Source: an optimization exercise on an open RTL-to-GDS flow (aim: small area, a short achievable clock period and few clock cycles per item). Production flows keep margins and buffers that such runs may drop.
At most, simulation tests tie the RTL to the original design; equivalence was not proved.
The RTL of runs 1 and 2 was laid out without a check of its function.

$ cat design/flow/config.mk
export PLATFORM = sky130hd
export DESIGN_NAME = hilo_muldiv_ctrl
export DESIGN_NICKNAME = hilo_muldiv_ctrl
export VERILOG_FILES = /design/flow/design.v
export SDC_FILE = /design/flow/constraint.sdc
export NUM_CORES = 4
export LEC_CHECK = 0
export ABC_AREA = 1
export CAP_MARGIN = 20
export CORE_MARGIN = 2
export CORE_UTILIZATION = 40
export SETUP_SLACK_MARGIN = 5
export SLEW_MARGIN = 20
$ cat design/flow/constraint.sdc
create_clock -name core_clock -period 11.0 [get_ports {clk}]
set_input_delay 2.2000 -clock core_clock [delete_from_list [all_inputs] [get_ports {clk}]]
set_output_delay 2.2000 -clock core_clock [all_outputs]
set_load 0.01 [all_outputs]
$ cat design/flow/design.v
module hilo_muldiv_ctrl (
  input  logic        clk,
  input  logic        rst,
  input  logic        op_valid,
  input  logic [2:0]  op,
  input  logic [31:0] rs_data,
  input  logic [31:0] rt_data,
  input  logic        rd_req,
  input  logic        flush,
  output logic        op_ready,
  output logic        busy,
  output logic        stall,
  output logic        done,
  output logic [63:0] hilo_out
);
  logic [63:0] r_hilo;
  logic        r_busy, r_mul, r_prep, r_div, r_fix, r_done;
  logic [32:0] r_x;       
  logic [31:0] r_q;       
  logic [33:0] r_acc;     
  logic [4:0]  r_cnt;
  logic        r_last, r_bp, r_sgn, r_qneg, r_rneg;
  logic w_acc, w_is_mul, w_is_div, w_sgn_in;
  assign w_acc    = ~r_busy & op_valid & ~flush;
  assign w_is_mul = (op == 3'd1) | (op == 3'd2);
  assign w_is_div = (op == 3'd3) | (op == 3'd4);
  assign w_sgn_in = (op == 3'd1) | (op == 3'd3);
  logic [3:0] w_one, w_two, w_neg;
  logic [8:0] w_b;
  assign w_b = {r_q[7:0], r_bp};
  for (genvar m = 0; m < 4; m++) begin : g_dig
    logic h, l, p;
    assign h = w_b[2*m+2];
    assign l = w_b[2*m+1];
    assign p = w_b[2*m];
    if (m == 0) begin : g_d0
      assign w_one[m] = r_div | (l ^ p);
      assign w_neg[m] = r_div | (h & ~(l & p));
      assign w_two[m] = ~r_div & ((h & ~l & ~p) | (~h & l & p));
    end else begin : g_dn
      assign w_one[m] = ~r_div & (l ^ p);
      assign w_neg[m] = ~r_div & h & ~(l & p);
      assign w_two[m] = ~r_div & ((h & ~l & ~p) | (~h & l & p));
    end
  end
  logic [33:0] w_xe;
  assign w_xe = {r_x[32], r_x};
  logic [33:0] w_pp0, w_pp1, w_pp2, w_pp3;
  assign w_pp0 = ({34{w_one[0]}} & w_xe | {34{w_two[0]}} & {w_xe[32:0], 1'b0}) ^ {34{w_neg[0]}};
  assign w_pp1 = ({34{w_one[1]}} & w_xe | {34{w_two[1]}} & {w_xe[32:0], 1'b0}) ^ {34{w_neg[1]}};
  assign w_pp2 = ({34{w_one[2]}} & w_xe | {34{w_two[2]}} & {w_xe[32:0], 1'b0}) ^ {34{w_neg[2]}};
  assign w_pp3 = ({34{w_one[3]}} & w_xe | {34{w_two[3]}} & {w_xe[32:0], 1'b0}) ^ {34{w_neg[3]}};
  logic        w_u;
  logic [32:0] w_ur;
  assign w_u  = r_mul & r_last & ~r_sgn & r_q[7];
  assign w_ur = {33{w_u}} & r_x;
  logic [42-1:0] w_ta, w_tb, w_p;
  wire t0_s = r_acc[4] ^ w_pp0[4];
  wire t0_c = r_acc[4] & w_pp0[4];
  wire t1_s = r_acc[5] ^ w_pp0[5];
  wire t1_c = r_acc[5] & w_pp0[5];
  wire t2_s = r_acc[6] ^ w_pp0[6] ^ w_pp1[4];
  wire t2_c = (r_acc[6] & w_pp0[6]) | (w_pp1[4] & (r_acc[6] ^ w_pp0[6]));
  wire t3_s = w_pp2[2] ^ w_pp3[0];
  wire t3_c = w_pp2[2] & w_pp3[0];
  wire t4_s = r_acc[7] ^ w_pp0[7] ^ w_pp1[5];
  wire t4_c = (r_acc[7] & w_pp0[7]) | (w_pp1[5] & (r_acc[7] ^ w_pp0[7]));
  wire t5_s = w_pp2[3] ^ w_pp3[1];
  wire t5_c = w_pp2[3] & w_pp3[1];
  wire t6_s = r_acc[8] ^ w_pp0[8] ^ w_pp1[6];
  wire t6_c = (r_acc[8] & w_pp0[8]) | (w_pp1[6] & (r_acc[8] ^ w_pp0[8]));
  wire t7_s = w_pp2[4] ^ w_pp3[2] ^ w_ur[0];
  wire t7_c = (w_pp2[4] & w_pp3[2]) | (w_ur[0] & (w_pp2[4] ^ w_pp3[2]));
  wire t8_s = r_acc[9] ^ w_pp0[9] ^ w_pp1[7];
  wire t8_c = (r_acc[9] & w_pp0[9]) | (w_pp1[7] & (r_acc[9] ^ w_pp0[9]));
  wire t9_s = w_pp2[5] ^ w_pp3[3] ^ w_ur[1];
  wire t9_c = (w_pp2[5] & w_pp3[3]) | (w_ur[1] & (w_pp2[5] ^ w_pp3[3]));
  wire t10_s = r_acc[10] ^ w_pp0[10] ^ w_pp1[8];
  wire t10_c = (r_acc[10] & w_pp0[10]) | (w_pp1[8] & (r_acc[10] ^ w_pp0[10]));
  wire t11_s = w_pp2[6] ^ w_pp3[4] ^ w_ur[2];
  wire t11_c = (w_pp2[6] & w_pp3[4]) | (w_ur[2] & (w_pp2[6] ^ w_pp3[4]));
  wire t12_s = r_acc[11] ^ w_pp0[11] ^ w_pp1[9];
  wire t12_c = (r_acc[11] & w_pp0[11]) | (w_pp1[9] & (r_acc[11] ^ w_pp0[11]));
  wire t13_s = w_pp2[7] ^ w_pp3[5] ^ w_ur[3];
  wire t13_c = (w_pp2[7] & w_pp3[5]) | (w_ur[3] & (w_pp2[7] ^ w_pp3[5]));
  wire t14_s = r_acc[12] ^ w_pp0[12] ^ w_pp1[10];
  wire t14_c = (r_acc[12] & w_pp0[12]) | (w_pp1[10] & (r_acc[12] ^ w_pp0[12]));
  wire t15_s = w_pp2[8] ^ w_pp3[6] ^ w_ur[4];
  wire t15_c = (w_pp2[8] & w_pp3[6]) | (w_ur[4] & (w_pp2[8] ^ w_pp3[6]));
  wire t16_s = r_acc[13] ^ w_pp0[13] ^ w_pp1[11];
  wire t16_c = (r_acc[13] & w_pp0[13]) | (w_pp1[11] & (r_acc[13] ^ w_pp0[13]));
  wire t17_s = w_pp2[9] ^ w_pp3[7] ^ w_ur[5];
  wire t17_c = (w_pp2[9] & w_pp3[7]) | (w_ur[5] & (w_pp2[9] ^ w_pp3[7]));
  wire t18_s = r_acc[14] ^ w_pp0[14] ^ w_pp1[12];
  wire t18_c = (r_acc[14] & w_pp0[14]) | (w_pp1[12] & (r_acc[14] ^ w_pp0[14]));
  wire t19_s = w_pp2[10] ^ w_pp3[8] ^ w_ur[6];
  wire t19_c = (w_pp2[10] & w_pp3[8]) | (w_ur[6] & (w_pp2[10] ^ w_pp3[8]));
  wire t20_s = r_acc[15] ^ w_pp0[15] ^ w_pp1[13];
  wire t20_c = (r_acc[15] & w_pp0[15]) | (w_pp1[13] & (r_acc[15] ^ w_pp0[15]));
  wire t21_s = w_pp2[11] ^ w_pp3[9] ^ w_ur[7];
  wire t21_c = (w_pp2[11] & w_pp3[9]) | (w_ur[7] & (w_pp2[11] ^ w_pp3[9]));
  wire t22_s = r_acc[16] ^ w_pp0[16] ^ w_pp1[14];
  wire t22_c = (r_acc[16] & w_pp0[16]) | (w_pp1[14] & (r_acc[16] ^ w_pp0[16]));
  wire t23_s = w_pp2[12] ^ w_pp3[10] ^ w_ur[8];
  wire t23_c = (w_pp2[12] & w_pp3[10]) | (w_ur[8] & (w_pp2[12] ^ w_pp3[10]));
  wire t24_s = r_acc[17] ^ w_pp0[17] ^ w_pp1[15];
  wire t24_c = (r_acc[17] & w_pp0[17]) | (w_pp1[15] & (r_acc[17] ^ w_pp0[17]));
  wire t25_s = w_pp2[13] ^ w_pp3[11] ^ w_ur[9];
  wire t25_c = (w_pp2[13] & w_pp3[11]) | (w_ur[9] & (w_pp2[13] ^ w_pp3[11]));
  wire t26_s = r_acc[18] ^ w_pp0[18] ^ w_pp1[16];
  wire t26_c = (r_acc[18] & w_pp0[18]) | (w_pp1[16] & (r_acc[18] ^ w_pp0[18]));
  wire t27_s = w_pp2[14] ^ w_pp3[12] ^ w_ur[10];
  wire t27_c = (w_pp2[14] & w_pp3[12]) | (w_ur[10] & (w_pp2[14] ^ w_pp3[12]));
  wire t28_s = r_acc[19] ^ w_pp0[19] ^ w_pp1[17];
  wire t28_c = (r_acc[19] & w_pp0[19]) | (w_pp1[17] & (r_acc[19] ^ w_pp0[19]));
  wire t29_s = w_pp2[15] ^ w_pp3[13] ^ w_ur[11];
  wire t29_c = (w_pp2[15] & w_pp3[13]) | (w_ur[11] & (w_pp2[15] ^ w_pp3[13]));
  wire t30_s = r_acc[20] ^ w_pp0[20] ^ w_pp1[18];
  wire t30_c = (r_acc[20] & w_pp0[20]) | (w_pp1[18] & (r_acc[20] ^ w_pp0[20]));
  wire t31_s = w_pp2[16] ^ w_pp3[14] ^ w_ur[12];
  wire t31_c = (w_pp2[16] & w_pp3[14]) | (w_ur[12] & (w_pp2[16] ^ w_pp3[14]));
  wire t32_s = r_acc[21] ^ w_pp0[21] ^ w_pp1[19];
  wire t32_c = (r_acc[21] & w_pp0[21]) | (w_pp1[19] & (r_acc[21] ^ w_pp0[21]));
  wire t33_s = w_pp2[17] ^ w_pp3[15] ^ w_ur[13];
  wire t33_c = (w_pp2[17] & w_pp3[15]) | (w_ur[13] & (w_pp2[17] ^ w_pp3[15]));
  wire t34_s = r_acc[22] ^ w_pp0[22] ^ w_pp1[20];
  wire t34_c = (r_acc[22] & w_pp0[22]) | (w_pp1[20] & (r_acc[22] ^ w_pp0[22]));
  wire t35_s = w_pp2[18] ^ w_pp3[16] ^ w_ur[14];
  wire t35_c = (w_pp2[18] & w_pp3[16]) | (w_ur[14] & (w_pp2[18] ^ w_pp3[16]));
  wire t36_s = r_acc[23] ^ w_pp0[23] ^ w_pp1[21];
  wire t36_c = (r_acc[23] & w_pp0[23]) | (w_pp1[21] & (r_acc[23] ^ w_pp0[23]));
  wire t37_s = w_pp2[19] ^ w_pp3[17] ^ w_ur[15];
  wire t37_c = (w_pp2[19] & w_pp3[17]) | (w_ur[15] & (w_pp2[19] ^ w_pp3[17]));
  wire t38_s = r_acc[24] ^ w_pp0[24] ^ w_pp1[22];
  wire t38_c = (r_acc[24] & w_pp0[24]) | (w_pp1[22] & (r_acc[24] ^ w_pp0[24]));
  wire t39_s = w_pp2[20] ^ w_pp3[18] ^ w_ur[16];
  wire t39_c = (w_pp2[20] & w_pp3[18]) | (w_ur[16] & (w_pp2[20] ^ w_pp3[18]));
  wire t40_s = r_acc[25] ^ w_pp0[25] ^ w_pp1[23];
  wire t40_c = (r_acc[25] & w_pp0[25]) | (w_pp1[23] & (r_acc[25] ^ w_pp0[25]));
  wire t41_s = w_pp2[21] ^ w_pp3[19] ^ w_ur[17];
  wire t41_c = (w_pp2[21] & w_pp3[19]) | (w_ur[17] & (w_pp2[21] ^ w_pp3[19]));
  wire t42_s = r_acc[26] ^ w_pp0[26] ^ w_pp1[24];
  wire t42_c = (r_acc[26] & w_pp0[26]) | (w_pp1[24] & (r_acc[26] ^ w_pp0[26]));
  wire t43_s = w_pp2[22] ^ w_pp3[20] ^ w_ur[18];
  wire t43_c = (w_pp2[22] & w_pp3[20]) | (w_ur[18] & (w_pp2[22] ^ w_pp3[20]));
  wire t44_s = r_acc[27] ^ w_pp0[27] ^ w_pp1[25];
  wire t44_c = (r_acc[27] & w_pp0[27]) | (w_pp1[25] & (r_acc[27] ^ w_pp0[27]));
  wire t45_s = w_pp2[23] ^ w_pp3[21] ^ w_ur[19];
  wire t45_c = (w_pp2[23] & w_pp3[21]) | (w_ur[19] & (w_pp2[23] ^ w_pp3[21]));
  wire t46_s = r_acc[28] ^ w_pp0[28] ^ w_pp1[26];
  wire t46_c = (r_acc[28] & w_pp0[28]) | (w_pp1[26] & (r_acc[28] ^ w_pp0[28]));
  wire t47_s = w_pp2[24] ^ w_pp3[22] ^ w_ur[20];
  wire t47_c = (w_pp2[24] & w_pp3[22]) | (w_ur[20] & (w_pp2[24] ^ w_pp3[22]));
  wire t48_s = r_acc[29] ^ w_pp0[29] ^ w_pp1[27];
  wire t48_c = (r_acc[29] & w_pp0[29]) | (w_pp1[27] & (r_acc[29] ^ w_pp0[29]));
  wire t49_s = w_pp2[25] ^ w_pp3[23] ^ w_ur[21];
  wire t49_c = (w_pp2[25] & w_pp3[23]) | (w_ur[21] & (w_pp2[25] ^ w_pp3[23]));
  wire t50_s = r_acc[30] ^ w_pp0[30] ^ w_pp1[28];
  wire t50_c = (r_acc[30] & w_pp0[30]) | (w_pp1[28] & (r_acc[30] ^ w_pp0[30]));
  wire t51_s = w_pp2[26] ^ w_pp3[24] ^ w_ur[22];
  wire t51_c = (w_pp2[26] & w_pp3[24]) | (w_ur[22] & (w_pp2[26] ^ w_pp3[24]));
  wire t52_s = r_acc[31] ^ w_pp0[31] ^ w_pp1[29];
  wire t52_c = (r_acc[31] & w_pp0[31]) | (w_pp1[29] & (r_acc[31] ^ w_pp0[31]));
  wire t53_s = w_pp2[27] ^ w_pp3[25] ^ w_ur[23];
  wire t53_c = (w_pp2[27] & w_pp3[25]) | (w_ur[23] & (w_pp2[27] ^ w_pp3[25]));
  wire t54_s = r_acc[32] ^ w_pp0[32] ^ w_pp1[30];
  wire t54_c = (r_acc[32] & w_pp0[32]) | (w_pp1[30] & (r_acc[32] ^ w_pp0[32]));
  wire t55_s = w_pp2[28] ^ w_pp3[26] ^ w_ur[24];
  wire t55_c = (w_pp2[28] & w_pp3[26]) | (w_ur[24] & (w_pp2[28] ^ w_pp3[26]));
  wire t56_s = ~r_acc[33] ^ ~w_pp0[33] ^ w_pp1[31];
  wire t56_c = (~r_acc[33] & ~w_pp0[33]) | (w_pp1[31] & (~r_acc[33] ^ ~w_pp0[33]));
  wire t57_s = w_pp2[29] ^ w_pp3[27] ^ w_ur[25];
  wire t57_c = (w_pp2[29] & w_pp3[27]) | (w_ur[25] & (w_pp2[29] ^ w_pp3[27]));
  wire t58_s = w_pp1[32] ^ w_pp2[30] ^ w_pp3[28];
  wire t58_c = (w_pp1[32] & w_pp2[30]) | (w_pp3[28] & (w_pp1[32] ^ w_pp2[30]));
  wire t59_s = w_ur[26] ^ 1'b1;
  wire t59_c = w_ur[26] & 1'b1;
  wire t60_s = ~w_pp1[33] ^ w_pp2[31] ^ w_pp3[29];
  wire t60_c = (~w_pp1[33] & w_pp2[31]) | (w_pp3[29] & (~w_pp1[33] ^ w_pp2[31]));
  wire t61_s = w_pp2[32] ^ w_pp3[30];
  wire t61_c = w_pp2[32] & w_pp3[30];
  wire t62_s = r_acc[2] ^ w_pp0[2];
  wire t62_c = r_acc[2] & w_pp0[2];
  wire t63_s = r_acc[3] ^ w_pp0[3];
  wire t63_c = r_acc[3] & w_pp0[3];
  wire t64_s = t0_s ^ w_pp1[2] ^ w_pp2[0];
  wire t64_c = (t0_s & w_pp1[2]) | (w_pp2[0] & (t0_s ^ w_pp1[2]));
  wire t65_s = t0_c ^ t1_s ^ w_pp1[3];
  wire t65_c = (t0_c & t1_s) | (w_pp1[3] & (t0_c ^ t1_s));
  wire t66_s = t1_c ^ t2_s ^ t3_s;
  wire t66_c = (t1_c & t2_s) | (t3_s & (t1_c ^ t2_s));
  wire t67_s = t2_c ^ t3_c ^ t4_s;
  wire t67_c = (t2_c & t3_c) | (t4_s & (t2_c ^ t3_c));
  wire t68_s = t4_c ^ t5_c ^ t6_s;
  wire t68_c = (t4_c & t5_c) | (t6_s & (t4_c ^ t5_c));
  wire t69_s = t6_c ^ t7_c ^ t8_s;
  wire t69_c = (t6_c & t7_c) | (t8_s & (t6_c ^ t7_c));
  wire t70_s = t8_c ^ t9_c ^ t10_s;
  wire t70_c = (t8_c & t9_c) | (t10_s & (t8_c ^ t9_c));
  wire t71_s = t10_c ^ t11_c ^ t12_s;
  wire t71_c = (t10_c & t11_c) | (t12_s & (t10_c ^ t11_c));
  wire t72_s = t12_c ^ t13_c ^ t14_s;
  wire t72_c = (t12_c & t13_c) | (t14_s & (t12_c ^ t13_c));
  wire t73_s = t14_c ^ t15_c ^ t16_s;
  wire t73_c = (t14_c & t15_c) | (t16_s & (t14_c ^ t15_c));
  wire t74_s = t16_c ^ t17_c ^ t18_s;
  wire t74_c = (t16_c & t17_c) | (t18_s & (t16_c ^ t17_c));
  wire t75_s = t18_c ^ t19_c ^ t20_s;
  wire t75_c = (t18_c & t19_c) | (t20_s & (t18_c ^ t19_c));
  wire t76_s = t20_c ^ t21_c ^ t22_s;
  wire t76_c = (t20_c & t21_c) | (t22_s & (t20_c ^ t21_c));
  wire t77_s = t22_c ^ t23_c ^ t24_s;
  wire t77_c = (t22_c & t23_c) | (t24_s & (t22_c ^ t23_c));
  wire t78_s = t24_c ^ t25_c ^ t26_s;
  wire t78_c = (t24_c & t25_c) | (t26_s & (t24_c ^ t25_c));
  wire t79_s = t26_c ^ t27_c ^ t28_s;
  wire t79_c = (t26_c & t27_c) | (t28_s & (t26_c ^ t27_c));
  wire t80_s = t28_c ^ t29_c ^ t30_s;
  wire t80_c = (t28_c & t29_c) | (t30_s & (t28_c ^ t29_c));
  wire t81_s = t30_c ^ t31_c ^ t32_s;
  wire t81_c = (t30_c & t31_c) | (t32_s & (t30_c ^ t31_c));
  wire t82_s = t32_c ^ t33_c ^ t34_s;
  wire t82_c = (t32_c & t33_c) | (t34_s & (t32_c ^ t33_c));
  wire t83_s = t34_c ^ t35_c ^ t36_s;
  wire t83_c = (t34_c & t35_c) | (t36_s & (t34_c ^ t35_c));
  wire t84_s = t36_c ^ t37_c ^ t38_s;
  wire t84_c = (t36_c & t37_c) | (t38_s & (t36_c ^ t37_c));
  wire t85_s = t38_c ^ t39_c ^ t40_s;
  wire t85_c = (t38_c & t39_c) | (t40_s & (t38_c ^ t39_c));
  wire t86_s = t40_c ^ t41_c ^ t42_s;
  wire t86_c = (t40_c & t41_c) | (t42_s & (t40_c ^ t41_c));
  wire t87_s = t42_c ^ t43_c ^ t44_s;
  wire t87_c = (t42_c & t43_c) | (t44_s & (t42_c ^ t43_c));
  wire t88_s = t44_c ^ t45_c ^ t46_s;
  wire t88_c = (t44_c & t45_c) | (t46_s & (t44_c ^ t45_c));
  wire t89_s = t46_c ^ t47_c ^ t48_s;
  wire t89_c = (t46_c & t47_c) | (t48_s & (t46_c ^ t47_c));
  wire t90_s = t48_c ^ t49_c ^ t50_s;
  wire t90_c = (t48_c & t49_c) | (t50_s & (t48_c ^ t49_c));
  wire t91_s = t50_c ^ t51_c ^ t52_s;
  wire t91_c = (t50_c & t51_c) | (t52_s & (t50_c ^ t51_c));
  wire t92_s = t52_c ^ t53_c ^ t54_s;
  wire t92_c = (t52_c & t53_c) | (t54_s & (t52_c ^ t53_c));
  wire t93_s = t54_c ^ t55_c ^ t56_s;
  wire t93_c = (t54_c & t55_c) | (t56_s & (t54_c ^ t55_c));
  wire t94_s = t56_c ^ t57_c ^ t58_s;
  wire t94_c = (t56_c & t57_c) | (t58_s & (t56_c ^ t57_c));
  wire t95_s = t58_c ^ t59_c ^ t60_s;
  wire t95_c = (t58_c & t59_c) | (t60_s & (t58_c ^ t59_c));
  wire t96_s = t60_c ^ t61_s ^ w_ur[28];
  wire t96_c = (t60_c & t61_s) | (w_ur[28] & (t60_c ^ t61_s));
  wire t97_s = t61_c ^ ~w_pp2[33] ^ w_pp3[31];
  wire t97_c = (t61_c & ~w_pp2[33]) | (w_pp3[31] & (t61_c ^ ~w_pp2[33]));
  wire t98_s = w_pp3[32] ^ w_ur[30];
  wire t98_c = w_pp3[32] & w_ur[30];
  wire t99_s = r_acc[0] ^ w_pp0[0];
  wire t99_c = r_acc[0] & w_pp0[0];
  wire t100_s = r_acc[1] ^ w_pp0[1];
  wire t100_c = r_acc[1] & w_pp0[1];
  wire t101_s = t62_s ^ w_pp1[0] ^ w_neg[1];
  wire t101_c = (t62_s & w_pp1[0]) | (w_neg[1] & (t62_s ^ w_pp1[0]));
  wire t102_s = t62_c ^ t63_s ^ w_pp1[1];
  wire t102_c = (t62_c & t63_s) | (w_pp1[1] & (t62_c ^ t63_s));
  wire t103_s = t63_c ^ t64_s ^ w_neg[2];
  wire t103_c = (t63_c & t64_s) | (w_neg[2] & (t63_c ^ t64_s));
  wire t104_s = t64_c ^ t65_s ^ w_pp2[1];
  wire t104_c = (t64_c & t65_s) | (w_pp2[1] & (t64_c ^ t65_s));
  wire t105_s = t65_c ^ t66_s ^ w_neg[3];
  wire t105_c = (t65_c & t66_s) | (w_neg[3] & (t65_c ^ t66_s));
  wire t106_s = t66_c ^ t67_s ^ t5_s;
  wire t106_c = (t66_c & t67_s) | (t5_s & (t66_c ^ t67_s));
  wire t107_s = t67_c ^ t68_s ^ t7_s;
  wire t107_c = (t67_c & t68_s) | (t7_s & (t67_c ^ t68_s));
  wire t108_s = t68_c ^ t69_s ^ t9_s;
  wire t108_c = (t68_c & t69_s) | (t9_s & (t68_c ^ t69_s));
  wire t109_s = t69_c ^ t70_s ^ t11_s;
  wire t109_c = (t69_c & t70_s) | (t11_s & (t69_c ^ t70_s));
  wire t110_s = t70_c ^ t71_s ^ t13_s;
  wire t110_c = (t70_c & t71_s) | (t13_s & (t70_c ^ t71_s));
  wire t111_s = t71_c ^ t72_s ^ t15_s;
  wire t111_c = (t71_c & t72_s) | (t15_s & (t71_c ^ t72_s));
  wire t112_s = t72_c ^ t73_s ^ t17_s;
  wire t112_c = (t72_c & t73_s) | (t17_s & (t72_c ^ t73_s));
  wire t113_s = t73_c ^ t74_s ^ t19_s;
  wire t113_c = (t73_c & t74_s) | (t19_s & (t73_c ^ t74_s));
  wire t114_s = t74_c ^ t75_s ^ t21_s;
  wire t114_c = (t74_c & t75_s) | (t21_s & (t74_c ^ t75_s));
  wire t115_s = t75_c ^ t76_s ^ t23_s;
  wire t115_c = (t75_c & t76_s) | (t23_s & (t75_c ^ t76_s));
  wire t116_s = t76_c ^ t77_s ^ t25_s;
  wire t116_c = (t76_c & t77_s) | (t25_s & (t76_c ^ t77_s));
  wire t117_s = t77_c ^ t78_s ^ t27_s;
  wire t117_c = (t77_c & t78_s) | (t27_s & (t77_c ^ t78_s));
  wire t118_s = t78_c ^ t79_s ^ t29_s;
  wire t118_c = (t78_c & t79_s) | (t29_s & (t78_c ^ t79_s));
  wire t119_s = t79_c ^ t80_s ^ t31_s;
  wire t119_c = (t79_c & t80_s) | (t31_s & (t79_c ^ t80_s));
  wire t120_s = t80_c ^ t81_s ^ t33_s;
  wire t120_c = (t80_c & t81_s) | (t33_s & (t80_c ^ t81_s));
  wire t121_s = t81_c ^ t82_s ^ t35_s;
  wire t121_c = (t81_c & t82_s) | (t35_s & (t81_c ^ t82_s));
  wire t122_s = t82_c ^ t83_s ^ t37_s;
  wire t122_c = (t82_c & t83_s) | (t37_s & (t82_c ^ t83_s));
  wire t123_s = t83_c ^ t84_s ^ t39_s;
  wire t123_c = (t83_c & t84_s) | (t39_s & (t83_c ^ t84_s));
  wire t124_s = t84_c ^ t85_s ^ t41_s;
  wire t124_c = (t84_c & t85_s) | (t41_s & (t84_c ^ t85_s));
  wire t125_s = t85_c ^ t86_s ^ t43_s;
  wire t125_c = (t85_c & t86_s) | (t43_s & (t85_c ^ t86_s));
  wire t126_s = t86_c ^ t87_s ^ t45_s;
  wire t126_c = (t86_c & t87_s) | (t45_s & (t86_c ^ t87_s));
  wire t127_s = t87_c ^ t88_s ^ t47_s;
  wire t127_c = (t87_c & t88_s) | (t47_s & (t87_c ^ t88_s));
  wire t128_s = t88_c ^ t89_s ^ t49_s;
  wire t128_c = (t88_c & t89_s) | (t49_s & (t88_c ^ t89_s));
  wire t129_s = t89_c ^ t90_s ^ t51_s;
  wire t129_c = (t89_c & t90_s) | (t51_s & (t89_c ^ t90_s));
  wire t130_s = t90_c ^ t91_s ^ t53_s;
  wire t130_c = (t90_c & t91_s) | (t53_s & (t90_c ^ t91_s));
  wire t131_s = t91_c ^ t92_s ^ t55_s;
  wire t131_c = (t91_c & t92_s) | (t55_s & (t91_c ^ t92_s));
  wire t132_s = t92_c ^ t93_s ^ t57_s;
  wire t132_c = (t92_c & t93_s) | (t57_s & (t92_c ^ t93_s));
  wire t133_s = t93_c ^ t94_s ^ t59_s;
  wire t133_c = (t93_c & t94_s) | (t59_s & (t93_c ^ t94_s));
  wire t134_s = t94_c ^ t95_s ^ w_ur[27];
  wire t134_c = (t94_c & t95_s) | (w_ur[27] & (t94_c ^ t95_s));
  wire t135_s = t95_c ^ t96_s ^ 1'b1;
  wire t135_c = (t95_c & t96_s) | (1'b1 & (t95_c ^ t96_s));
  wire t136_s = t96_c ^ t97_s ^ w_ur[29];
  wire t136_c = (t96_c & t97_s) | (w_ur[29] & (t96_c ^ t97_s));
  wire t137_s = t97_c ^ t98_s ^ 1'b1;
  wire t137_c = (t97_c & t98_s) | (1'b1 & (t97_c ^ t98_s));
  wire t138_s = t98_c ^ ~w_pp3[33] ^ w_ur[31];
  wire t138_c = (t98_c & ~w_pp3[33]) | (w_ur[31] & (t98_c ^ ~w_pp3[33]));
  assign w_ta = {1'b1, t138_c, t137_c, t136_c, t135_c, t134_c, t133_c, t132_c, t131_c, t130_c, t129_c, t128_c, t127_c, t126_c, t125_c, t124_c, t123_c, t122_c, t121_c, t120_c, t119_c, t118_c, t117_c, t116_c, t115_c, t114_c, t113_c, t112_c, t111_c, t110_c, t109_c, t108_c, t107_c, t106_c, t105_c, t104_c, t103_c, t102_c, t101_c, t100_c, t99_c, t99_s};
  assign w_tb = {1'b0, ~w_ur[32], t138_s, t137_s, t136_s, t135_s, t134_s, t133_s, t132_s, t131_s, t130_s, t129_s, t128_s, t127_s, t126_s, t125_s, t124_s, t123_s, t122_s, t121_s, t120_s, t119_s, t118_s, t117_s, t116_s, t115_s, t114_s, t113_s, t112_s, t111_s, t110_s, t109_s, t108_s, t107_s, t106_s, t105_s, t104_s, t103_s, t102_s, t101_s, t100_s, w_neg[0]};
  assign w_p = w_ta + w_tb;
  logic [31:0] w_na_in, w_nb_in, w_na, w_nb;
  logic        w_na_n, w_nb_n, w_an, w_bn;
  assign w_an    = r_sgn & r_q[31];
  assign w_bn    = r_sgn & r_x[31];
  assign w_na_in = r_fix ? r_acc[31:0] : r_q;
  assign w_nb_in = r_fix ? r_q : r_x[31:0];
  assign w_na_n  = r_fix ? r_rneg : w_an;
  assign w_nb_n  = r_fix ? r_qneg : w_bn;
  assign w_na    = (w_na_in ^ {32{w_na_n}}) + {31'd0, w_na_n};
  assign w_nb    = (w_nb_in ^ {32{w_nb_n}}) + {31'd0, w_nb_n};
  function automatic logic [5:0] lzc(input logic [31:0] v);
    lzc = 6'd32;
    for (int i = 0; i < 32; i++) if (v[i]) lzc = 6'(31 - i);
  endfunction
  logic [5:0] w_za, w_zb;
  logic [4:0] w_sh;
  logic       w_bz, w_lt;
  assign w_za = lzc(w_na);
  assign w_zb = lzc(w_nb);
  assign w_bz = w_zb[5];
  assign w_lt = (w_za > w_zb);
  assign w_sh = w_zb[4:0] - w_za[4:0];
  logic w_ge;
  assign w_ge = ~w_p[33];
  logic w_mfin, w_pfin, w_dfin;
  assign w_mfin = r_mul & r_last;
  assign w_pfin = r_prep & (w_bz | w_lt);
  assign w_dfin = r_div & r_last;
  always_ff @(posedge clk) begin
    if (rst) begin
      r_busy <= 1'b0;
      r_mul  <= 1'b0;
      r_prep <= 1'b0;
      r_div  <= 1'b0;
      r_fix  <= 1'b0;
      r_done <= 1'b0;
      r_hilo <= '0;
    end else begin
      r_done <= ~flush & (w_mfin | w_pfin | r_fix);
      if (r_busy) begin
        if (flush | w_mfin | w_pfin | r_fix) begin
          r_busy <= 1'b0;
          r_mul  <= 1'b0;
          r_prep <= 1'b0;
          r_div  <= 1'b0;
          r_fix  <= 1'b0;
        end else begin
          if (r_prep) begin
            r_prep <= 1'b0;
            r_div  <= 1'b1;
          end
          if (w_dfin) begin
            r_div <= 1'b0;
            r_fix <= 1'b1;
          end
        end
      end else if (w_acc) begin
        r_busy <= w_is_mul | w_is_div;
        r_mul  <= w_is_mul;
        r_prep <= w_is_div;
      end
      if (~flush) begin
        if (w_acc & (op == 3'd5)) r_hilo[63:32] <= rs_data;
        if (w_acc & (op == 3'd6)) r_hilo[31:0]  <= rs_data;
        if (w_mfin) r_hilo <= {w_p[39:8], w_p[7:0], r_q[31:8]};
        if (w_pfin) r_hilo <= {r_q, {32{w_bz}}};
        if (r_fix)  r_hilo <= {w_na, w_nb};
      end
    end
  end
  always_ff @(posedge clk) begin
    if (~r_busy) begin
      r_x    <= {w_sgn_in & rt_data[31], rt_data};
      r_q    <= rs_data;
      r_acc  <= '0;
      r_bp   <= 1'b0;
      r_sgn  <= w_sgn_in;
      r_cnt  <= 5'd3;
      r_last <= 1'b0;
    end else if (r_mul) begin
      r_q    <= {w_p[7:0], r_q[31:8]};
      r_acc  <= w_p[41:8];
      r_bp   <= r_q[7];
      r_cnt  <= r_cnt - 5'd1;
      r_last <= (r_cnt == 5'd1);
    end else if (r_prep) begin
      r_x    <= {1'b0, w_nb << w_sh};
      r_acc  <= {2'b0, w_na};
      r_q    <= '0;
      r_cnt  <= w_sh;
      r_last <= (w_sh == 5'd0);
      r_qneg <= w_an ^ w_bn;
      r_rneg <= w_an;
    end else if (r_div) begin
      r_x    <= {1'b0, r_x[32:1]};
      if (w_ge) r_acc <= {2'b0, w_p[31:0]};
      r_q    <= {r_q[30:0], w_ge};
      r_cnt  <= r_cnt - 5'd1;
      r_last <= (r_cnt == 5'd1);
    end
  end
  assign op_ready = ~r_busy;
  assign busy     = r_busy;
  assign stall    = r_busy & (op_valid | rd_req);
  assign done     = r_done;
  assign hilo_out = r_hilo;
endmodule
$ cat design/flow/run.sh
#!/bin/bash
# synth_recipe.tcl (not shown) runs the flow's synth.tcl, then flattens the netlist and writes it again
# the make line also repeats each setting of config.mk as NAME=value (left out here)
make -C /OpenROAD-flow-scripts/flow DESIGN_CONFIG=/design/flow/config.mk WORK_HOME=/design/flow/orfs CLKGATE_MAP_FILE= SYNTH_SCRIPT=/design/flow/synth_recipe.tcl finish
==> results of run 1 <==
[cell families (layout without fill, tap and decap cells)]
| group | count (synthesis) | after routing |
|---|---|---|
| DFF | 179 | 179 |
| and+or+nand+nor | 1382 | 1390 |
| other | 0 | 1 |
| buffers and inverters | 668 | 886 |
| muxes | 10 | 10 |
| xor gates and xnor gates | 257 | 257 |
| AOI/OAI and AO/OA | 882 | 882 |
| adders and majority gates | 198 | 198 |
[synth_stat cells, drive strengths merged]
library cell,n
xor2,180
o211ai,22
o21bai,4
clkbuf,144
o31ai,5
a31oi,16
o221a,1
edfxtp,68
a211oi,7
fa,127
a311oi,1
a21boi,4
nor3,24
o311ai,3
ha,71
nand2,765
nand3,114
mux2i,5
nand4,23
mux2,5
o221ai,14
or3,1
o22ai,147
xnor2,77
buf,56
a22oi,28
a21o,2
nor4,6
nor3b,1
or2,13
nor2,432
dfxtp,111
a221oi,3
a311o,1
clkinv,23
o21ai,445
o21a,4
o2111ai,1
inv,445
nand3b,3
a21oi,174
[metal layers]
layer,vias to the layer above,GRT usage,share of wire
li1,12100,-,-
met3,314,0.0908,0.13
met5,-,0,0
met4,0,0.155,0.053
met1,12800,0.497,0.41
met2,1800,0.493,0.40
[worst paths after layout]
path	slack (ps)	startpoint	to
max	4990	r_q[0]	r_acc[24]
min	500	r_hilo[24]	r_hilo[24]
max reg2reg	4990	r_q[0]	r_acc[24]
min reg2reg	500	r_hilo[24]	r_hilo[24]
[area by class of cell]
class	count	share of cell area
inverter	468	0.0634
timing repair inverter	3	0.000668
clock buffer	17	0.0142
tap	765	0.0319
sequential	179	0.143
timing repair buffer	383	0.132
multi-input combinational	2737	0.609
clock inverter	15	0.00647
antenna	1	0.0000835
[sequential cells by signal, indices dropped and copies added (netlist names)]
name    flops
r_acc      34
r_bp        1
r_busy      1
r_cnt       5
r_div       1
r_done      1
r_fix       1
r_hilo     64
r_last      1
r_mul       1
r_prep      1
r_q        32
r_qneg      1
r_rneg      1
r_sgn       1
r_x        33
[worst register-to-register path, delay by kind of cell, from the launching register on]
kind | cells | cell delay (ps)
buffers and inverters | 8 | 1160
adders and majority gates | 5 | 1930
AOI/OAI and AO/OA | 12 | 1780
and+or+nand+nor | 3 | 230
DFF | 1 | 550
xor gates and xnor gates | 1 | 230
[repair_timing]
action,in CTS,in global routing
buffers inserted,78,108
endpoints found under the setup margin,141,140
resized for setup,158,364
pin swaps,33,112
cloned,15,12
==> results.ini, run 1 <==
[outcome]
status=complete, no violations

[drt]
wl_per_cell_um=24.5
drt_iter0_markers=3496
routed-via-count=27100
firstDrtPassIters=6
drc_errors=0
wl_um=112000
final_antenna_net_count=0
vias_per_cell=5.92

[cts]
cts_hold_buf=0
cts_tree=done
numCtsBuffers=17
clkSlewWorstSetupHoldPaths_ps=80
insertion_delay_ps=510
cts_root_buffer=clkbuf_16
htree_levels=4
cts_buffer_depth=2
cts_sinks=179

[floorplan]
fp.dieArea_mm2=0.0607
core_area_mm2=0.0579
io_pins=140
rows=88
initial_core_util=0.406
die_y_um=246
chipWidth_um=246

[global_routing]
grt_start_max_net_pins=79
gr-total-overflow=0
grt_usage=0.350
antenna_found_initial=2
grt_pass1_vias=23900
grt_pass1_wl_um=157000

[yosys]
synth_area_leaders=nand2_1 12%, fa_1 11%, dfxtp_1 9.5%
ys_warn_count=1
syn_avg_cell_area_um2=6.57
ys_types=67
synthMuxAreaShare=0.00453
syn_nets=3846
yosys.area_share.adder=0.146
synth_xor_area_frac=0.0990
synth_top_family_by_area=simple AND/OR/NAND/NOR gates
synth_compound_area_frac=0.210
yosysSeqAreaShare=0.182
syn_area_mm2=0.0235
synthCells=3576
ys_ff_latch=179
netlist.area_leader.share=0.120
yosys.area.top_type=nand2_1
synthSimpleGateAreaFrac=0.244

[sta]
hold_slack_ps=502
setup_viol=0
fin_crit_sh=0.546
max_freq_mhz=166
max_slew.worst_pin.slew_ps=992
timing.slew.headroom=0.338
clock-skew-final_ps=21.5
finalHoldViolations=0
setup_ws_ps=4990
setup-tns-final_ps=0
min_period_ps=6010
finalMaxSlewViolations=0
rsz0062_at_grt=true

[setup_path]
path_depth=29
worst-path-buf-inv=8
cp-end-kind=flip-flop
ff2ff_path_depth=29
cp-start-kind=flip-flop
path_max_fanout=5
cp_slowest_cell=fa_1
slowest_delay_ps=560
cp_top_family=adder cells
required_ps=11370
arrival_ps=6380
worstSetupPathType=flip-flop to flip-flop

[finish]
fin_nets=4059
nFillCells=5838
area.growth.synth_to_final_pct=27.5
layout-drive-gt1-share=0.172
multi_input_area_mm2=0.0182
fin_util=0.517
instances_no_fill=4568
design_area_mm2=0.0300
regArea_mm2=0.00427
layout_common_cells=708 x nand2_1, 406 x inv_1, 385 x nor2_1, 288 x o21ai_0, 182 x buf_4
mostFrequentLayoutCell=nand2_1

[placed_design]
placed_area_mm2=0.0253
dp.cells=4322
dp_hpwl_um=79200
gp_congestion=1.04
numPortBuffers=139
pre_cts_slack_ps=2700

[min_path]
hold_class=flip-flop to flip-flop
hold_depth=2

[run]
maxCapViolCount=0

==> run 2, diff against run 1 <==
--- a/design/flow/config.mk
+++ b/design/flow/config.mk
@@ -11,3 +11,2 @@
 export CORE_UTILIZATION = 40
-export SETUP_SLACK_MARGIN = 5
 export SLEW_MARGIN = 20
==> run 2 against run 1 <==
  * Non-clock buffer count is 202 lower
  * Highest routed layer is now met5
  * Sequential share of layout area grew 2.2 points
  * Global-route usage fell by 2.0 points
  * Cell count decreased by 4.6%
  * Critical path depth is 20 higher
  * Synthesized area is the same
==> results.ini, run 2 <==
[outcome]
status=complete, no violations

[placed_design]
numPortBuffers=139
dp_hpwl_um=78200
placed_area_mm2=0.0253
dp.cells=4321
pre_cts_slack_ps=2970
gp_congestion=1.02

[sta]
max_slew.worst_pin.slew_ps=1030
rsz0062_at_grt=false
finalMaxSlewViolations=0
max_freq_mhz=121
clock-skew-final_ps=26.9
setup-tns-final_ps=0
min_period_ps=8230
timing.slew.headroom=0.306
hold_slack_ps=500
setup_ws_ps=2770
setup_viol=0
finalHoldViolations=0
fin_crit_sh=0.748

[drt]
drc_errors=0
wl_per_cell_um=23.2
drt_iter0_markers=2994
firstDrtPassIters=6
wl_um=101000
final_antenna_net_count=0
vias_per_cell=5.71
routed-via-count=24900

[yosys]
synth_flop_cell=dfxtp_1
synth-edff-count=68
synth_area_leaders=nand2_1 12%, fa_1 11%, dfxtp_1 9.5%
ys_types=67
synth.most_common_cell=nand2_1
synthTopCellsByCount=750 x nand2_1, 425 x inv_1, 415 x nor2_1
netlist.area_leader.share=0.120
syn_avg_cell_area_um2=6.57
ys_warn_count=1
yosys.area.top_type=nand2_1
synthCells=3576
syn_area_mm2=0.0235
ys_ff_latch=179
yosysSeqAreaShare=0.182
syn_nets=3846
synthArstFlopShare=0

[finish]
instances_no_fill=4356
mostFrequentLayoutCell=nand2_1
area.growth.synth_to_final_pct=10.3
reg_top3=r_hilo x64, r_acc x34, r_x x33
fin_nets=3846
largest_reg_flops=64
largest_register=r_hilo
layout-drive-gt1-share=0.0529
fin_util=0.447
design_area_mm2=0.0259
nFillCells=6270
layout_common_cells=749 x nand2_1, 424 x inv_1, 413 x nor2_1, 380 x o21ai_0

[setup_path]
cp_slowest_cell=fa_1
worstSetupPathType=flip-flop to flip-flop
cp_top_family=simple AND/OR/NAND/NOR gates
rr_startpoint=r_fix
arrival_ps=8500
cp-start-kind=flip-flop
path_max_fanout=80
startpoint=r_fix
required_ps=11270
worst-path-buf-inv=5
slowest_delay_ps=1120
cp-end-kind=flip-flop
critPathMostFrequentCell=nand2_1

[global_routing]
grt_pass1_wl_um=148000
grt_pass1_vias=22600
grt_start_max_net_pins=83
antenna_found_initial=4
gr-total-overflow=0
grt_usage=0.330

[cts]
cts_sinks=179
clkSlewWorstSetupHoldPaths_ps=90
cts_tree=done
cts_setup_buffers=0
numCtsBuffers=17
htree_levels=4
cts_hold_buf=0
insertion_delay_ps=520
cts_buffer_depth=2
postCtsResizedCells=0
cts_root_buffer=clkbuf_16

[min_path]
hold_class=flip-flop to flip-flop
worstHoldStart=r_hilo[25]

[floorplan]
fp.dieArea_mm2=0.0607
initial_core_util=0.406
core_area_mm2=0.0579
io_pins=140
die_y_um=246
rows=88
chipWidth_um=246

[run]
maxCapViolCount=0

==> run 2: cell counts after synthesis <==
Identical to the previous run, type by type.
==> run 2: worst paths after layout <==
check,end,slack [ps],cells past startpoint
setup / recovery,r_x[31],2770,49
hold / removal,r_hilo[25],500,2
setup reg to reg,r_x[31],2770,49
hold reg to reg,r_hilo[25],500,2
==> run 2: worst min-delay path: cells and delay by family, from the launching register on <==
kind / cells / cell delay, ps
compound gates: 1 / 70
simple gates: 1 / 70
flops: 1 / 330
==> run 2: cells by family after synthesis <==
family,Yosys count,share of synthesized area
compound gates,882,0.210
xor+xnor,257,0.0990
fa+ha+maj,198,0.146
buf+inv,668,0.115
flops,179,0.182
mux,10,0.00453
simple gates,1382,0.244
==> run 2: cell type report <==
cell class / count / area, um^2 / share of cell area
tap: 765 / 957 / 0.0369
multi-input combinational: 2729 / 16600 / 0.639
clock buffer: 17 / 425 / 0.0164
sequential: 179 / 4270 / 0.165
clock inverter: 15 / 211 / 0.00816
inverter: 468 / 1770 / 0.0682
antenna: 2 / 5.00 / 0.000193
timing repair buffer: 181 / 1710 / 0.0659
==> run 2: layer usage <==
layer | part of all wire | GRT usage
met2 | 0.40 | 0.465
met1 | 0.44 | 0.478
met3 | 0.11 | 0.0703
met4 | 0.046 | 0.146
met5 | 0.00013 | 0
==> run 3, diff against run 2 <==
--- a/design/flow/design.v
+++ b/design/flow/design.v
@@ -16,3 +16,3 @@
   logic [63:0] r_hilo;
-  logic        r_busy, r_mul, r_prep, r_div, r_fix, r_done;
+  logic        r_busy, r_mul, r_prep, r_div, r_corr, r_fix, r_done;
   logic [32:0] r_x;       
@@ -20,27 +20,22 @@
   logic [33:0] r_acc;     
-  logic [4:0]  r_cnt;
-  logic        r_last, r_bp, r_sgn, r_qneg, r_rneg;
-  logic w_acc, w_is_mul, w_is_div, w_sgn_in;
-  assign w_acc    = ~r_busy & op_valid & ~flush;
-  assign w_is_mul = (op == 3'd1) | (op == 3'd2);
-  assign w_is_div = (op == 3'd3) | (op == 3'd4);
-  assign w_sgn_in = (op == 3'd1) | (op == 3'd3);
-  logic [3:0] w_one, w_two, w_neg;
-  logic [8:0] w_b;
-  assign w_b = {r_q[7:0], r_bp};
-  for (genvar m = 0; m < 4; m++) begin : g_dig
-    logic h, l, p;
-    assign h = w_b[2*m+2];
-    assign l = w_b[2*m+1];
-    assign p = w_b[2*m];
-    if (m == 0) begin : g_d0
-      assign w_one[m] = r_div | (l ^ p);
-      assign w_neg[m] = r_div | (h & ~(l & p));
-      assign w_two[m] = ~r_div & ((h & ~l & ~p) | (~h & l & p));
-    end else begin : g_dn
-      assign w_one[m] = ~r_div & (l ^ p);
-      assign w_neg[m] = ~r_div & h & ~(l & p);
-      assign w_two[m] = ~r_div & ((h & ~l & ~p) | (~h & l & p));
+  logic [1:0]  r_cnt;     
+  logic [4:0]  r_dcnt;    
+  logic        r_last, r_sgn, r_qneg, r_rneg, r_u;
+  logic [3:0]  r_one, r_two, r_neg;   
+  logic w_acc, w_is_mul, w_is_div, w_sgn_in, w_na_in_n, w_nb_in_n;
+  assign w_acc     = ~r_busy & op_valid & ~flush;
+  assign w_is_mul  = (op == 3'd1) | (op == 3'd2);
+  assign w_is_div  = (op == 3'd3) | (op == 3'd4);
+  assign w_sgn_in  = (op == 3'd1) | (op == 3'd3);
+  assign w_na_in_n = (op == 3'd3) & rs_data[31];
+  assign w_nb_in_n = (op == 3'd3) & rt_data[31];
+  function automatic logic [11:0] benc(input logic [8:0] b);   
+    logic [3:0] one, two, neg;
+    for (int m = 0; m < 4; m++) begin
+      one[m] = b[2*m+1] ^ b[2*m];
+      two[m] = (b[2*m+2] & ~b[2*m+1] & ~b[2*m]) | (~b[2*m+2] & b[2*m+1] & b[2*m]);
+      neg[m] = b[2*m+2] & ~(b[2*m+1] & b[2*m]);
     end
-  end
+    benc = {neg, two, one};
+  endfunction
   logic [33:0] w_xe;
@@ -48,10 +43,10 @@
   logic [33:0] w_pp0, w_pp1, w_pp2, w_pp3;
-  assign w_pp0 = ({34{w_one[0]}} & w_xe | {34{w_two[0]}} & {w_xe[32:0], 1'b0}) ^ {34{w_neg[0]}};
-  assign w_pp1 = ({34{w_one[1]}} & w_xe | {34{w_two[1]}} & {w_xe[32:0], 1'b0}) ^ {34{w_neg[1]}};
-  assign w_pp2 = ({34{w_one[2]}} & w_xe | {34{w_two[2]}} & {w_xe[32:0], 1'b0}) ^ {34{w_neg[2]}};
-  assign w_pp3 = ({34{w_one[3]}} & w_xe | {34{w_two[3]}} & {w_xe[32:0], 1'b0}) ^ {34{w_neg[3]}};
-  logic        w_u;
+  assign w_pp0 = ({34{r_one[0]}} & w_xe | {34{r_two[0]}} & {w_xe[32:0], 1'b0}) ^ {34{r_neg[0]}};
+  assign w_pp1 = ({34{r_one[1]}} & w_xe | {34{r_two[1]}} & {w_xe[32:0], 1'b0}) ^ {34{r_neg[1]}};
+  assign w_pp2 = ({34{r_one[2]}} & w_xe | {34{r_two[2]}} & {w_xe[32:0], 1'b0}) ^ {34{r_neg[2]}};
+  assign w_pp3 = ({34{r_one[3]}} & w_xe | {34{r_two[3]}} & {w_xe[32:0], 1'b0}) ^ {34{r_neg[3]}};
+  logic [3:0]  w_neg;
+  assign w_neg = r_neg;
   logic [32:0] w_ur;
-  assign w_u  = r_mul & r_last & ~r_sgn & r_q[7];
-  assign w_ur = {33{w_u}} & r_x;
+  assign w_ur = {33{r_u}} & r_x;
   logic [42-1:0] w_ta, w_tb, w_p;
@@ -338,15 +333,35 @@
   assign w_p = w_ta + w_tb;
-  logic [31:0] w_na_in, w_nb_in, w_na, w_nb;
-  logic        w_na_n, w_nb_n, w_an, w_bn;
-  assign w_an    = r_sgn & r_q[31];
-  assign w_bn    = r_sgn & r_x[31];
-  assign w_na_in = r_fix ? r_acc[31:0] : r_q;
-  assign w_nb_in = r_fix ? r_q : r_x[31:0];
-  assign w_na_n  = r_fix ? r_rneg : w_an;
-  assign w_nb_n  = r_fix ? r_qneg : w_bn;
-  assign w_na    = (w_na_in ^ {32{w_na_n}}) + {31'd0, w_na_n};
-  assign w_nb    = (w_nb_in ^ {32{w_nb_n}}) + {31'd0, w_nb_n};
+  function automatic logic [31:0] cneg(input logic [31:0] v, input logic n);
+    logic [31:0] o;
+    o = v;
+    for (int k = 1; k < 32; k = k * 2)
+      for (int i = 31; i >= 0; i--)
+        if ((i / k) % 2 == 1) o[i] = o[i] | o[(i / k) * k - 1];
+    cneg = v ^ ({32{n}} & {o[30:0], 1'b0});
+  endfunction
+  logic [31:0] w_na, w_nb;
+  assign w_na = cneg(r_busy ? r_acc[31:0] : rs_data, r_busy ? (r_fix & r_rneg) : w_na_in_n);
+  assign w_nb = cneg(r_busy ? r_q : rt_data, r_busy ? r_qneg : w_nb_in_n);
   function automatic logic [5:0] lzc(input logic [31:0] v);
-    lzc = 6'd32;
-    for (int i = 0; i < 32; i++) if (v[i]) lzc = 6'(31 - i);
+    logic [15:0] z1; logic [15:0] c1;
+    logic [7:0]  z2; logic [15:0] c2;
+    logic [3:0]  z3; logic [11:0] c3;
+    logic [1:0]  z4; logic [7:0]  c4;
+    for (int i = 0; i < 16; i++) begin
+      z1[i] = ~(v[2*i+1] | v[2*i]);
+      c1[i] = ~v[2*i+1];
+    end
+    for (int i = 0; i < 8; i++) begin
+      z2[i] = z1[2*i+1] & z1[2*i];
+      c2[2*i+:2] = z1[2*i+1] ? {1'b1, c1[2*i]} : {1'b0, c1[2*i+1]};
+    end
+    for (int i = 0; i < 4; i++) begin
+      z3[i] = z2[2*i+1] & z2[2*i];
+      c3[3*i+:3] = z2[2*i+1] ? {1'b1, c2[2*(2*i)+:2]} : {1'b0, c2[2*(2*i+1)+:2]};
+    end
+    for (int i = 0; i < 2; i++) begin
+      z4[i] = z3[2*i+1] & z3[2*i];
+      c4[4*i+:4] = z3[2*i+1] ? {1'b1, c3[3*(2*i)+:3]} : {1'b0, c3[3*(2*i+1)+:3]};
+    end
+    lzc = (z4[1] & z4[0]) ? 6'd32 : z4[1] ? {2'b01, c4[3:0]} : {2'b00, c4[7:4]};
   endfunction
@@ -355,4 +370,4 @@
   logic       w_bz, w_lt;
-  assign w_za = lzc(w_na);
-  assign w_zb = lzc(w_nb);
+  assign w_za = lzc(r_q);
+  assign w_zb = lzc(r_x[31:0]);
   assign w_bz = w_zb[5];
@@ -372,2 +387,3 @@
       r_div  <= 1'b0;
+      r_corr <= 1'b0;
       r_fix  <= 1'b0;
@@ -383,2 +399,3 @@
           r_div  <= 1'b0;
+          r_corr <= 1'b0;
           r_fix  <= 1'b0;
@@ -390,4 +407,9 @@
           if (w_dfin) begin
-            r_div <= 1'b0;
-            r_fix <= 1'b1;
+            r_div  <= 1'b0;
+            r_corr <= ~w_ge;
+            r_fix  <= w_ge;
+          end
+          if (r_corr) begin
+            r_corr <= 1'b0;
+            r_fix  <= 1'b1;
           end
@@ -403,4 +425,3 @@
         if (w_mfin) r_hilo <= {w_p[39:8], w_p[7:0], r_q[31:8]};
-        if (w_pfin) r_hilo <= {r_q, {32{w_bz}}};
-        if (r_fix)  r_hilo <= {w_na, w_nb};
+        if (w_pfin | r_fix) r_hilo <= {w_na, r_fix ? w_nb : {32{w_bz}}};
       end
@@ -410,9 +431,12 @@
     if (~r_busy) begin
-      r_x    <= {w_sgn_in & rt_data[31], rt_data};
-      r_q    <= rs_data;
-      r_acc  <= '0;
-      r_bp   <= 1'b0;
+      r_x    <= {w_is_mul & w_sgn_in & rt_data[31], w_nb};
+      r_q    <= w_na;
+      r_acc  <= {2'b0, {32{w_is_div}} & rs_data};
       r_sgn  <= w_sgn_in;
-      r_cnt  <= 5'd3;
+      r_rneg <= w_na_in_n;
+      r_qneg <= w_na_in_n ^ w_nb_in_n;
+      r_cnt  <= 2'd3;
       r_last <= 1'b0;
+      r_u    <= 1'b0;
+      {r_neg, r_two, r_one} <= benc({rs_data[7:0], 1'b0});
     end else if (r_mul) begin
@@ -420,19 +444,22 @@
       r_acc  <= w_p[41:8];
-      r_bp   <= r_q[7];
-      r_cnt  <= r_cnt - 5'd1;
-      r_last <= (r_cnt == 5'd1);
+      r_cnt  <= r_cnt - 2'd1;
+      r_last <= (r_cnt == 2'd1);
+      r_u    <= (r_cnt == 2'd1) & ~r_sgn & r_q[15];
+      {r_neg, r_two, r_one} <= benc(r_q[15:7]);
     end else if (r_prep) begin
-      r_x    <= {1'b0, w_nb << w_sh};
-      r_acc  <= {2'b0, w_na};
+      r_x    <= {1'b0, r_x[31:0] << w_sh};
+      r_acc  <= {2'b0, r_q};
       r_q    <= '0;
-      r_cnt  <= w_sh;
+      r_dcnt <= w_sh;
       r_last <= (w_sh == 5'd0);
-      r_qneg <= w_an ^ w_bn;
-      r_rneg <= w_an;
+      {r_neg, r_two, r_one} <= {4'b0001, 4'b0000, 4'b0001};
     end else if (r_div) begin
-      r_x    <= {1'b0, r_x[32:1]};
-      if (w_ge) r_acc <= {2'b0, w_p[31:0]};
-      r_q    <= {r_q[30:0], w_ge};
-      r_cnt  <= r_cnt - 5'd1;
-      r_last <= (r_cnt == 5'd1);
+      if (~r_last) r_x <= {1'b0, r_x[32:1]};
+      r_acc    <= w_p[33:0];
+      r_q      <= {r_q[30:0], w_ge};
+      r_dcnt   <= r_dcnt - 5'd1;
+      r_last   <= (r_dcnt == 5'd1);
+      r_neg[0] <= w_ge;
+    end else if (r_corr) begin
+      r_acc  <= w_p[33:0];
     end
--- a/design/flow/config.mk
+++ b/design/flow/config.mk
@@ -7,3 +7,2 @@
 export LEC_CHECK = 0
-export ABC_AREA = 1
 export CAP_MARGIN = 20
@@ -11,2 +10,3 @@
 export CORE_UTILIZATION = 40
+export SETUP_SLACK_MARGIN = 5
 export SLEW_MARGIN = 20
==> run 3 against run 2 <==
  * Maximum frequency up 43%
  * Setup slack better by 2500 ps
  * Register-to-register slack better by 2500 ps
  * Critical endpoint unchanged
  * Sequential share of layout area up 3.1 points
  * Via count down 6.7%
==> results.ini, run 3 <==
[cts]
cts_sinks=194
cts_root_buffer=clkbuf_16
insertion_delay_ps=470
cts_buffer_depth=2
cts_tree=done
htree_levels=4
clkSlewWorstSetupHoldPaths_ps=80
numCtsBuffers=17

[run]
maxCapViolCount=0

[finish]
layout-drive-gt1-share=0.0772
fin_nets=3071
reg_top3=r_hilo x64, r_acc x34, r_x x33
layout_common_cells=309 x nand2_1, 242 x nor2_1, 213 x a21oi_1, 172 x xnor2_1, 164 x inv_1
mostFrequentLayoutCell=nand2_1
antenna_cells=0
largest_register=r_hilo
largest_reg_flops=64
area.growth.synth_to_final_pct=12.1

[min_path]
hold_class=flip-flop to flip-flop

[floorplan]
die_y_um=244
chipWidth_um=244
initial_core_util=0.403
rows=88
core_area_mm2=0.0574
io_pins=140
fp.dieArea_mm2=0.0597

[yosys]
syn_nets=3079
synthArstFlopShare=0
syn_area_mm2=0.0231
synth_area_leaders=edfxtp_1 15%, fa_1 11%, dfxtp_1 6.7%
synthTopCellsByCount=310 x nand2_1, 245 x nor2_1, 214 x a21oi_1
ys_ff_latch=194
yosys.area.top_type=edfxtp_1
syn_avg_cell_area_um2=8.23
synth-edff-count=117
yosysSeqAreaShare=0.219
synth_flop_cell=edfxtp_1
synthCells=2807
netlist.area_leader.share=0.152
ys_types=101
ys_warn_count=1
synth.most_common_cell=nand2_1

[global_routing]
grt_pass1_vias=21800
grt_start_max_net_pins=69
grt_pass1_wl_um=148000
gr-total-overflow=0
grt_usage=0.332
antenna_found_initial=0

[sta]
rsz0062_at_grt=false
hold_slack_ps=466
max_slew.worst_pin.slew_ps=1060
finalMaxSlewViolations=0
setup-tns-final_ps=0
fin_crit_sh=0.524
min_period_ps=5760
max_freq_mhz=174
clock-skew-final_ps=14.5
timing.slew.headroom=0.297
setup_viol=0
finalHoldViolations=0

[setup_path]
worstSetupPathType=flip-flop to flip-flop
path_cells=or4_1, or4_1, o21ai_0, nand3_1, a311oi_1, ha_1, inv_1, fa_1, buf_4, mux4_2, mux2i_1, nor2_1, o311ai_1, o21ai_0, a22o_1
path_max_fanout=37
arrival_ps=5990
slowest_delay_ps=680
required_ps=11230
cp_slowest_cell=edfxtp_1
cp-end-kind=flip-flop
cp-start-kind=flip-flop

[outcome]
status=complete, no violations

[drt]
final_antenna_net_count=0
wl_per_cell_um=28.2
routed-via-count=23200
drc_errors=0
vias_per_cell=6.48
wl_um=101000
drt_iter0_markers=3572
firstDrtPassIters=6

[placed_design]
numPortBuffers=139
gp_congestion=1.02
dp_hpwl_um=75000

-- run 3: cell count changes after synthesis, sizes merged, moves of 98 or more --
cell	before	now
nor2	432	245
xnor2	77	175
inv	445	166
o22ai	147	27
o21ai	445	121
a22oi	28	141
nand2	765	311
-- run 3: final cells by class --
type	instances	area, um^2
Sequential cell	194	5060
Tap cell	765	957
Inverter	167	628
Fill cell	5594	31500
Clock inverter	12	138
Multi-Input combinational cell	2190	16500
Timing Repair Buffer	229	2160
Clock buffer	20	458
-- run 3: logic make-up (layout without fill, tap and decap cells) --
logic type	Yosys count	after routing	synth area share
xor+xnor	265	265	0.101
fa+ha+maj	200	200	0.150
compound gates	807	807	0.237
buf+inv	423	428	0.0725
mux	118	118	0.0614
flops	194	194	0.219
simple gates	800	800	0.160
-- run 3: stage by stage --
stage | setup WS (ps) | cells | utilization | instance area (um^2)
global placement | 4650 | 3512 | 0.434 | 24900
CTS | 5050 | 3547 | 0.445 | 25500
finish | 5240 | 3577 | 0.451 | 25900
global route | 5000 | 3577 | 0.451 | 25900
detailed placement | 4610 | 3513 | 0.434 | 24900
floorplan | 5660 | 2807 | - | 23100
-- run 3: what timing repair did --
action,CTS,global route
hold buffers,0,0
endpoints found under the hold margin,0,0
setup endpoints to repair,12,64
buffers inserted,2,30
pin swaps,0,1
resized for setup,1,7
-- run 3: worst max-delay path: cells and delay by family (launching register included) --
| kind | cells | cell delay (ps) |
|---|---|---|
| AO/OA/AOI/OAI | 5 | 1370 |
| AND/OR/NAND/NOR | 4 | 1390 |
| buffers and inverters | 2 | 460 |
| multiplexers | 2 | 870 |
| adder cells (fa/ha/maj) | 2 | 730 |
| flip-flops | 1 | 680 |
-- run 3: per-layer routing --
layer	GRT usage	vias to the layer above	share of wire
met3	0.0600	274	0.11
met4	0.179	0	0.061
met2	0.476	1585	0.42
met1	0.469	11300	0.41
met5	0	-	0
li1	-	10000	-
-- run 3: worst paths after layout --
| path | start | end | slack (ps) | cells after the start |
|---|---|---|---|---|
| setup / recovery | r_q[14] | r_x[31] | 5240 | 15 |
| hold / removal | r_hilo[61] | r_hilo[61] | 470 | 2 |
| setup reg to reg | r_q[14] | r_x[31] | 5240 | 15 |
| hold reg to reg | r_hilo[61] | r_hilo[61] | 470 | 2 |
Testbench counts of run 3, summed over its fixed seeds: cycles 15,934, ops 3,200.
==> run 4, diff against run 3 <==
--- a/design/flow/config.mk
+++ b/design/flow/config.mk
@@ -10,3 +10,2 @@
 export CORE_UTILIZATION = 40
-export SETUP_SLACK_MARGIN = 5
 export SLEW_MARGIN = 20
==> run 4 against run 3 <==
  * Still clean
  * Routed wire length shrank 0.49%
  * Synthesized area is the same
  * Global-route usage shrank 0.10 points
  * Die area is the same
  * Critical path depth is the same
  * Highest routed layer unchanged
==> results.ini, run 4 <==
[finish]
fin_util=0.445
mostFrequentLayoutCell=nand2_1
fin_nets=3041
layout-drive-gt1-share=0.0654
reg_top3=r_hilo x64, r_acc x34, r_x x33
area.growth.synth_to_final_pct=10.6
antenna_cells=0
design_area_mm2=0.0255
layout_common_cells=309 x nand2_1, 243 x nor2_1, 213 x a21oi_1, 173 x xnor2_1, 164 x inv_1
instances_no_fill=3547
largest_register=r_hilo
largest_reg_flops=64

[setup_path]
ff2ff_path_depth=15
regToRegSetupSlack_ps=4640
cp_slowest_cell=edfxtp_1
path_max_fanout=17
required_ps=11300
rr_startpoint=r_x[9]
worst-path-buf-inv=1
r2r-end=r_q[0]
cp-end-kind=flip-flop
arrival_ps=6660
startpoint=r_x[9]
critPathMostFrequentCell=fa_1
path_depth=15
slowest_delay_ps=910
cp-start-kind=flip-flop
path_cells=a22oi_1, xnor2_1, fa_1, fa_1, fa_1, ha_1, a21oi_1, o21ai_0, a221oi_1, nand3_1, a31oi_1, o311ai_1, xnor2_1, inv_1, o21ai_1
critPathCapture=r_q[0]
worstSetupPathType=flip-flop to flip-flop
cp_top_family=adder cells

[yosys]
netlist.area_leader.share=0.152
synthArstFlopShare=0
ys_warn_count=1
yosysSeqAreaShare=0.219
synthCells=2807
synthTopCellsByCount=310 x nand2_1, 245 x nor2_1, 214 x a21oi_1
yosys.area.top_type=edfxtp_1
synth-edff-count=117
syn_nets=3079
synth.most_common_cell=nand2_1
syn_area_mm2=0.0231
ys_types=101
synth_flop_cell=edfxtp_1
syn_avg_cell_area_um2=8.23
synth_area_leaders=edfxtp_1 15%, fa_1 11%, dfxtp_1 6.7%
ys_ff_latch=194

[placed_design]
gp_congestion=1.02
numPortBuffers=139
pre_cts_slack_ps=4610
placed_area_mm2=0.0249
dp.cells=3513
dp_hpwl_um=75000

[min_path]
hold_depth=2
hold_class=flip-flop to flip-flop

[drt]
wl_um=100000
wl_per_cell_um=28.3
final_antenna_net_count=0
vias_per_cell=6.49
drt_iter0_markers=3694
routed-via-count=23000
firstDrtPassIters=9
drc_errors=0

[sta]
setup_viol=0
finalHoldViolations=0
fin_crit_sh=0.578
timing.slew.headroom=0.196
setup-tns-final_ps=0
setup_ws_ps=4640
max_slew.worst_pin.slew_ps=1190
max_freq_mhz=157
finalMaxSlewViolations=0
hold_slack_ps=465
min_period_ps=6360
rsz0062_at_grt=false
clock-skew-final_ps=15.7

[floorplan]
fp.dieArea_mm2=0.0597
io_pins=140
die_y_um=244
core_area_mm2=0.0574
rows=88
chipWidth_um=244
initial_core_util=0.403

[cts]
cts_sinks=194
cts_hold_buf=0
cts_buffer_depth=2
postCtsResizedCells=0
clkSlewWorstSetupHoldPaths_ps=80
cts_root_buffer=clkbuf_16
numCtsBuffers=17
htree_levels=4
cts_tree=done
insertion_delay_ps=470
cts_setup_buffers=0

[outcome]
status=complete, no violations

[global_routing]
grt_pass1_vias=21800
grt_usage=0.331
antenna_found_initial=0
grt_start_max_net_pins=69
grt_pass1_wl_um=147000
gr-total-overflow=0

[run]
maxCapViolCount=0

-- run 4: worst min-delay path by stage --
| stage | startpoint | to | slack, ps |
|---|---|---|---|
| after global placement | r_hilo[61] | r_hilo[61] | 450 |
| after global routing | r_hilo[61] | r_hilo[61] | 480 |
| final | r_hilo[61] | r_hilo[61] | 470 |
| after CTS | r_hilo[33] | r_hilo[33] | 460 |
| after detailed placement | r_hilo[33] | r_hilo[33] | 450 |
| after floorplan | r_cnt[0] | r_cnt[0] | 460 |
-- run 4: worst reg2reg max path, delay by kind of cell, from the launching register on --
family | cells | cell delay (ps)
adders and majority gates | 4 | 1890
AOI/OAI and AO/OA | 7 | 1770
xor gates and xnor gates | 2 | 1140
DFF | 1 | 910
and+or+nand+nor | 1 | 240
buffers and inverters | 1 | 240
-- run 4: cell type report --
class                      instances  area [um^2]
inverter                         167          628
fill                            5618        31800
clock inverter                    12          138
sequential                       194         5060
multi-input combinational       2190        16400
tap                              765          957
timing repair buffer             199         1860
clock buffer                      20          458
-- run 4: kinds of logic (layout without fill, tap and decap cells) --
group	Yosys count	count (layout)	share of synthesized area
AND/OR/NAND/NOR	800	800	0.160
multiplexers	118	118	0.0614
buffers and inverters	423	398	0.0725
XOR/XNOR	265	265	0.101
AO/OA/AOI/OAI	807	807	0.237
flip-flops	194	194	0.219
adder cells (fa/ha/maj)	200	200	0.150
-- run 4: per-layer routing --
layer,GRT usage,vias up,share of wire
met5,0,-,0
met4,0.183,0,0.064
met3,0.0590,279,0.11
met2,0.473,1577,0.41
met1,0.468,11200,0.42
li1,-,9954,-

[separate check: timing with driven ports]
In the flow no input, the clock included, has a driving cell. The finished layouts below were timed again as built, in two steps.
Step 1 assumes that a clkbuf_16 drives the clock port and a buf_2 every other input.
Step 2, shift: input delay + t, output delay - t, t = (earliest + latest rising clock arrival at the registers) / 2. This alone moves slack from input paths to output paths.
a / b / c = no drivers / after step 1 / after step 2; a / b = the first two.
run	shift t [ns]	setup slack, ns	worst setup path at the end
run 1	0.567	4.993 / 4.993 / 4.993	register to register
run 2	0.577	2.768 / 2.768 / 2.768	register to register
run 3	0.514	5.239 / 5.239 / 5.239	register to register
run 4	0.517	4.640 / 4.640 / 4.640	register to register
After both steps setup and hold are still met in every run listed.
